What follows belongs to an exercise in optimizing a design on an open flow for small area, a short achievable clock period and few clock cycles per item; a production flow would make more cautious choices.
The RTL was checked by simulation tests, not by an equivalence proof against the original design.

## line_follow_pid_drive_core
module line_follow_pid_drive_core (
    input  logic                                 clk,
    input  logic                                 rst_n,
    input  logic                                 cfg_we,
    input  logic [lfpd_pkg::CFG_IDX_W-1:0]       cfg_index,
    input  logic [lfpd_pkg::CFG_DATA_W-1:0]      cfg_data,
    input  logic                                 in_valid,
    output logic                                 in_ready,
    input  logic [lfpd_pkg::SENSOR_W-1:0]        in_sensor_bits,
    input  logic                                 in_read_failed,
    input  logic signed [lfpd_pkg::DELTA_W-1:0]  in_left_delta,
    input  logic signed [lfpd_pkg::DELTA_W-1:0]  in_right_delta,
    output logic                                 out_valid,
    input  logic                                 out_ready,
    output logic signed [lfpd_pkg::DRIVE_W-1:0]  out_left_drive,
    output logic signed [lfpd_pkg::DRIVE_W-1:0]  out_right_drive,
    output logic                                 out_motor_stop,
    output logic [1:0]                           out_line_status,
    output logic                                 out_run_finished,
    output logic                                 out_alert_on,
    output logic                                 out_notify_stop,
    output logic signed [lfpd_pkg::ERR_W-1:0]    out_line_error
);
    function automatic logic signed [6:0] sensor_avg(input logic [7:0] b);
        logic signed [6:0] v;
        case (b)
            8'd0: v = 7'sd0;
            8'd1: v = 7'sd5;
            8'd2: v = 7'sd4;
            8'd3: v = 7'sd11;
            8'd4: v = 7'sd2;
            8'd5: v = 7'sd10;
            8'd6: v = 7'sd8;
            8'd7: v = 7'sd17;
            8'd8: v = 7'sd2;
            8'd9: v = 7'sd9;
            8'd10: v = 7'sd7;
            8'd11: v = 7'sd16;
            8'd12: v = 7'sd5;
            8'd13: v = 7'sd15;
            8'd14: v = 7'sd12;
            8'd15: v = 7'sd25;
            8'd16: v = -7'sd2;
            8'd17: v = 7'sd4;
            8'd18: v = 7'sd2;
            8'd19: v = 7'sd10;
            8'd20: v = 7'sd0;
            8'd21: v = 7'sd9;
            8'd22: v = 7'sd6;
  ...
Settings: LEC_CHECK=0, ABC_AREA=1, CAP_MARGIN=20, CORE_MARGIN=2, CORE_UTILIZATION=68, SLEW_MARGIN=20; clock period 12.0 ns.
standard.sh (not shown) runs the stock make flow with config.mk's settings and CLKGATE_MAP_FILE= SYNTH_SCRIPT=/design/flow/synth_recipe.tcl, a recipe that flattens the netlist after the stock synthesis.
==> flow/flow/run.sh <==
#!/bin/bash
set -e
export SETUP_SLACK_MARGIN=6.5
bash standard.sh > standard.log 2>&1
Testbench counts at the start, summed over its fixed seeds: cycles 3,530, items 3,482.
Then changed:
--- a/flow/flow/run.sh
+++ b/flow/flow/run.sh
@@ -3,0 +4 @@
+export BUFFER_PORTS_ARGS="-buffer_cell sky130_fd_sc_hd__buf_2"
Outcome:
- The new run went through all stages and came out clean
- final cell count stays flat
- final area decreases by 0.98%
- clock-buffer cell count went up by 5
- via count barely changes
- die area is unchanged
- utilization falls by 0.74 points

---

== trial 44 ==
Another version of the RTL of line_follow_pid_drive_core (not shown whole).
Size in the first run: about 5400 cells after synthesis, ~430 flip-flops, about 100 I/O pins.
clock: 12.0 ns
lec_check: 0
abc_area: 1
cap_margin: 20
core_margin: 2
core_utilization: 40
cts_buf_list: sky130_fd_sc_hd__clkbuf_4 sky130_fd_sc_hd__clkbuf_8
slew_margin: 20
run.sh (not shown) runs the stock make flow with config.mk's settings and CLKGATE_MAP_FILE= SYNTH_SCRIPT=/design/flow/synth_recipe.tcl, a recipe that flattens the netlist after the stock synthesis.
Stock flow here: none of the scripts above is used.
Testbench counts of trial 44, summed over its fixed seeds: cycles 3,530, items 3,482.
> inputs changed (trial 44 -> build 31)
==> flow/flow/run.sh (new file) <==
#!/bin/bash
set -e
export SETUP_SLACK_MARGIN=7.2
bash standard.sh > standard.log 2>&1
==> flow/standard.sh (new file) <==
#!/bin/bash
# synth_recipe.tcl (not shown) runs the flow's synth.tcl, then flattens the netlist and writes it again
# the make line also repeats each setting of config.mk as NAME=value (left out here)
make -C /OpenROAD-flow-scripts/flow DESIGN_CONFIG=/design/flow/config.mk WORK_HOME=/design/flow/orfs CLKGATE_MAP_FILE= SYNTH_SCRIPT=/design/flow/synth_recipe.tcl "${@:-finish}"
-- flow/config.mk --
<<< trial 44, line 12
export CTS_BUF_LIST = sky130_fd_sc_hd__clkbuf_4 sky130_fd_sc_hd__clkbuf_8
>>> build 31, line 12
removed: flow/run.sh
Findings:
Taking trial 44 as the reference, in build 31 worst hold slack across all endpoints decreased by 7.5 ps relative to the old numbers; smallest setup slack after layout +1020 ps.
In the metrics for build 31 and trial 44, the one carrying the lower share of the clock period used by the worst path is build 31.
Summary of build 31 over trial 44: final instance area climbed 12%, overall via count from detail_route climbed 2377.
Compared with trial 44, in build 31 clock insertion delay at the later pin of the skew report moved down; global-route met1 utilization moved up; first-pass GRT wire length moved up.
Detail-routed net length per standard cell, build 31 and trial 44, higher one = build 31.
Met3 track utilization from global routing, build 31 and trial 44: higher on trial 44

==> re-timing with driven ports <==
In the flow no input, the clock included, has a driving cell. The finished layouts below were timed again as built, in two steps.
Step 1, drivers: a clkbuf_16 drives clk and a buf_2 each remaining input, both assumed.
Step 2 moves the port delays by t, midway between the first and last clock arrival at a register: inputs arrive t later, outputs are due t later. That takes back most of the time a late clock gives input paths.
Slacks: ideal ports / drivers / drivers and shift; pairs: ideal ports / drivers.
| run | t (ns) | slack for setup (ns) | worst hold slack (ns) | worst setup path at the end | worst data-port slew with drivers (ns) |
|---|---|---|---|---|---|
| the first run of note 1 | 0.664 | 6.538 / 6.518 / 6.114 | 0.372 / 0.372 / 0.372 | input to register | 0.05 |
| the second run of note 1 | 0.669 | 6.568 / 6.549 / 6.163 | 0.379 / 0.379 / 0.379 | input to register | 0.03 |
| trial 44 | 0.767 | 5.206 / 5.185 / 4.774 | 0.416 / 0.416 / 0.416 | input to register | 0.08 |
| build 31 | 0.734 | 6.226 / 6.273 / 5.540 | 0.409 / 0.409 / 0.409 | input to register | 0.07 |
After both steps setup and hold are still met in every run listed. For build 31, which loses most, drivers alone change the setup slack by +0.047 ns; drivers and shift together by -0.686 ns.
